This design comes from an exercise in tuning for small area on the open sky130 flow, not from production work.
Where RTL was checked, it was by simulation tests only, not by an equivalence proof against the original.

==> inputs of trial 72 <==
// lru_page_replacement_unit
module lru_page_replacement_unit (
  input  logic        clk,
  input  logic        rst_n,
  input  logic        cfg_valid,
  output logic        cfg_ready,
  input  logic [3:0]  cfg_data,
  input  logic        in_tvalid,
  output logic        in_tready,
  input  logic [15:0] in_tdata,    
  input  logic        in_tuser,    
  output logic        out_tvalid,
  input  logic        out_tready,
  output logic [55:0] out_tdata    
);
==> module lru_page_replacement_unit, before the edit <==
module lru_page_replacement_unit (
  input  logic        clk,
  input  logic        rst_n,
  input  logic        cfg_valid,
  output logic        cfg_ready,
  input  logic [3:0]  cfg_data,
  input  logic        in_tvalid,
  output logic        in_tready,
  input  logic [15:0] in_tdata,    
  input  logic        in_tuser,    
  output logic        out_tvalid,
  input  logic        out_tready,
  output logic [55:0] out_tdata    
);
  localparam logic [1:0] S_IDLE = 2'd0;
  localparam logic [1:0] S_SCAN = 2'd1;
  localparam logic [1:0] S_UPD  = 2'd2;
  localparam logic [1:0] S_PRES = 2'd3;
  logic [1:0]  state_r;
  logic [2:0]  phase_r;       
  logic [3:0]  valid_r;       
  logic [2:0]  nm1_r;         
  logic [31:0] fault_r;
  logic [15:0] pg_r;          
  logic        hit_r;
  logic        ev_r;
  logic [2:0]  slot_r;
  logic [2:0]  lim_r;
  logic [15:0] ring_pg [8];
  logic [2:0]  ring_rk [8];
  logic [15:0] cur_pg;
  logic [2:0]  cur_rk;
  logic [15:0] nxt_pg;
  logic [2:0]  nxt_rk;
  logic        cur_act;
  logic        cur_val;
  logic        at_slot;
  logic        empty;
  logic        last;
  logic        start;
  assign cfg_ready = 1'b1;
  assign cur_pg  = ring_pg[7];
  assign cur_rk  = ring_rk[7];
  assign cur_act = (phase_r <= nm1_r);
  assign cur_val = ({1'b0, phase_r} < valid_r);
  assign at_slot = (phase_r == slot_r);
  assign empty   = (valid_r <= {1'b0, nm1_r});
  assign last    = (phase_r == 3'd7);
  assign in_tready = (state_r == S_UPD) && last;
  assign start     = (state_r == S_IDLE) && last && in_tvalid;
  always_comb begin
    nxt_pg = cur_pg;
    nxt_rk = cur_rk;
    if (state_r == S_UPD) begin
      if (at_slot) begin
        nxt_rk = 3'd0;
        if (!hit_r) begin
          nxt_pg = in_tdata;
        end
      end else if (cur_val && ((!hit_r && empty) || (cur_rk < lim_r))) begin
        nxt_rk = cur_rk + 3'd1;
      end
    end
  end
  always_ff @(posedge clk) begin
    ring_pg[0] <= nxt_pg;
    ring_rk[0] <= nxt_rk;
    for (int i = 1; i < 8; i++) begin
      ring_pg[i] <= ring_pg[i-1];
      ring_rk[i] <= ring_rk[i-1];
    end
  end
  always_ff @(posedge clk) begin
    if (!rst_n) begin
      nm1_r <= 3'd7;
    end else if (cfg_valid) begin
      if (cfg_data[3]) begin
        nm1_r <= 3'd7;
      end else if (cfg_data[2:0] == 3'd0) begin
        nm1_r <= 3'd0;
      end else begin
        nm1_r <= cfg_data[2:0] - 3'd1;
      end
    end
  end
  always_ff @(posedge clk) begin
    if (!rst_n) begin
      state_r <= S_IDLE;
      phase_r <= 3'd0;
      valid_r <= 4'd0;
      fault_r <= 32'd0;
    end else begin
      phase_r <= phase_r + 3'd1;
      unique case (state_r)
        S_IDLE: begin
          if (start) begin
            state_r <= S_SCAN;
            if (in_tuser) begin
              valid_r <= 4'd0;
              fault_r <= 32'd0;
            end
          end
        end
        S_SCAN: begin
          if (last) begin
            state_r <= S_UPD;
          end
        end
        S_UPD: begin
          if (last) begin
            state_r <= S_PRES;
            if (!hit_r) begin
              if (empty) begin
                valid_r <= valid_r + 4'd1;
              end
              if (fault_r != 32'hFFFF_FFFF) begin
                fault_r <= fault_r + 32'd1;
              end
            end
          end
        end
        default: begin
          if (out_tready) begin
            state_r <= S_IDLE;
          end
        end
      endcase
    end
  end
  always_ff @(posedge clk) begin
    unique case (state_r)
      S_IDLE: begin
        if (start) begin
          hit_r  <= 1'b0;
          slot_r <= 3'd0;
          lim_r  <= 3'd0;
        end
      end
      S_SCAN: begin
        if (!hit_r && cur_act) begin
          if (cur_val && (cur_pg == in_tdata)) begin
            hit_r  <= 1'b1;
            slot_r <= phase_r;
            lim_r  <= cur_rk;
          end else if (!cur_val) begin
            if ({1'b0, phase_r} == valid_r) begin
              slot_r <= phase_r;
            end
          end else if (cur_rk > lim_r) begin
            slot_r <= phase_r;
            lim_r  <= cur_rk;
          end
        end
      end
      S_UPD: begin
        if (at_slot) begin
          pg_r <= (!hit_r && !empty) ? cur_pg : 16'd0;
        end
        if (last) begin
          ev_r <= !hit_r && !empty;
        end
      end
      default: begin
      end
    endcase
  end
  assign out_tvalid = (state_r == S_PRES);
  assign out_tdata  = {3'b000, fault_r, pg_r, ev_r, slot_r, hit_r};
endmodule
export LEC_CHECK = 0
export ABC_AREA = 1
export CAP_MARGIN = 20
export CORE_MARGIN = 2
export CORE_UTILIZATION = 60
export CTS_BUF_LIST = sky130_fd_sc_hd__clkbuf_4 sky130_fd_sc_hd__clkbuf_8
export CTS_CLUSTER_SIZE = 30
export SLEW_MARGIN = 20
create_clock -name core_clock -period 5.0 [get_ports {clk}]
run.sh (not shown) runs the stock make flow with config.mk's settings and CLKGATE_MAP_FILE= SYNTH_SCRIPT=/design/flow/synth_recipe.tcl, a recipe that flattens the netlist after the stock synthesis.
==> trial 49 (differences from trial 72) <==
--- a/flow/design.v
+++ b/flow/design.v
@@ -41,7 +41,7 @@
   logic        at_slot;
   logic        empty;
   logic        last;
-  logic        start;
+  logic        in_xfer;
   assign cfg_ready = 1'b1;
   assign cur_pg  = ring_pg[7];
   assign cur_rk  = ring_rk[7];
@@ -50,8 +50,8 @@
   assign at_slot = (phase_r == slot_r);
   assign empty   = (valid_r <= {1'b0, nm1_r});
   assign last    = (phase_r == 3'd7);
-  assign in_tready = (state_r == S_UPD) && last;
-  assign start     = (state_r == S_IDLE) && last && in_tvalid;
+  assign in_tready = (state_r == S_IDLE) && last;
+  assign in_xfer   = in_tvalid && in_tready;
   always_comb begin
     nxt_pg = cur_pg;
     nxt_rk = cur_rk;
@@ -59,7 +59,7 @@
       if (at_slot) begin
         nxt_rk = 3'd0;
         if (!hit_r) begin
-          nxt_pg = in_tdata;
+          nxt_pg = pg_r;
         end
       end else if (cur_val && ((!hit_r && empty) || (cur_rk < lim_r))) begin
         nxt_rk = cur_rk + 3'd1;
@@ -97,7 +97,7 @@
       phase_r <= phase_r + 3'd1;
       unique case (state_r)
         S_IDLE: begin
-          if (start) begin
+          if (in_xfer) begin
             state_r <= S_SCAN;
             if (in_tuser) begin
               valid_r <= 4'd0;
@@ -134,7 +134,8 @@
   always_ff @(posedge clk) begin
     unique case (state_r)
       S_IDLE: begin
-        if (start) begin
+        if (in_xfer) begin
+          pg_r   <= in_tdata;
           hit_r  <= 1'b0;
           slot_r <= 3'd0;
           lim_r  <= 3'd0;
@@ -142,7 +143,7 @@
       end
       S_SCAN: begin
         if (!hit_r && cur_act) begin
-          if (cur_val && (cur_pg == in_tdata)) begin
+          if (cur_val && (cur_pg == pg_r)) begin
             hit_r  <= 1'b1;
             slot_r <= phase_r;
             lim_r  <= cur_rk;
==> flow/config.mk (replaced) <==
export PLATFORM = sky130hd
export DESIGN_NAME = lru_page_replacement_unit
export DESIGN_NICKNAME = lru_page_replacement_unit
export VERILOG_FILES = /design/flow/design.v
export SDC_FILE = /design/flow/constraint.sdc
export NUM_CORES = 4
export LEC_CHECK = 0
export CAP_MARGIN = 20
export CORE_MARGIN = 2
export CORE_UTILIZATION = 40
export SLEW_MARGIN = 20
==> results.toml <==
[status]
status = "timing/DRC/antenna clean"

[hold_path]
min_from = "ring_pg[6][15]"

[timing]
slew_headroom_pct = 42.2
timing.hold.ws_ns = 0.317

[drt]
drt-vias-per-instance = 5.26
first_iter_violations = 334
wl_per_cell_um = 17.1

[pwr]
p_clk_mw = 1.73
peakVddDrop_v = 0.000258
switchingPower_mw = 0.789
p_comb_share_pct = 4.6

[setup_path]
critPathTopFamily = "buffers and inverters"

[placed_design]
dp_hpwl_mm = 12.0

[finish]
fin_nets = 802
multi_input_area_share_pct = 29.7

[logic_synthesis]
syn-cell-area_sq_mm = 0.00772

[floorplanning]
tap_cells = 260
coreArea_sq_mm = 0.0188
Source of the figures above: trial 49

==> results.toml <==
[status]
status = "timing/DRC/antenna clean"

[finish]
multi_input_area_share_pct = 26.5
fin_nets = 993

[pwr]
peakVddDrop_v = 0.000437
p_clk_mw = 1.60
switchingPower_mw = 1.20
p_comb_share_pct = 14.1

[hold_path]
min_from = "ring_pg[2][3]"

[drt]
drt-vias-per-instance = 5.06
first_iter_violations = 320
wl_per_cell_um = 15.0

[floorplanning]
rows = 41
coreArea_sq_mm = 0.0125

[setup_path]
crit_chain = "inv_1, ha_1, inv_2, nand2_1, nand2_1, nor3_4, nand2_4, nand2_1, nand2_2, inv_2, nor2_1"
critical_path.max_fanout = 30
critPathTopFamily = "simple AND/OR/NAND/NOR gates"

[logic_synthesis]
syn-cell-area_sq_mm = 0.00764

[placed_design]
dp_hpwl_mm = 11.7

[flow_run]
drv_cap = 0
Source of the figures above: trial 72

No functional check of the RTL was part of trial 72.

==> separate check: timing with driven ports <==
The flow's constraints put no driver on any port. The routed layouts listed below were extracted and timed again, unchanged, in two steps. Step 1 sets driving cells, clkbuf_16 on the clock port and buf_2 on the other inputs (assumed; they add their load-dependent delay and slew). Step 2 times the ports against the registers' clock, not the clock port: input delays grow and output delays shrink by t, the midpoint of the rising clock arrivals with the driver on. a / b / c = no drivers / after step 1 / after step 2; a / b = the first two.
run | t, ns | setup WS [ns] | latest minus earliest clock arrival (ns)
trial 72 | 0.530 | 1.600 / 1.588 / 1.456 | 0.026 / 0.025
trial 49 | 0.544 | 1.765 / 1.719 / 1.756 | 0.013 / 0.013
After both steps setup and hold are still met in every run listed. For trial 72, which loses most, drivers alone change the setup slack by -0.012 ns; drivers and shift together by -0.144 ns.
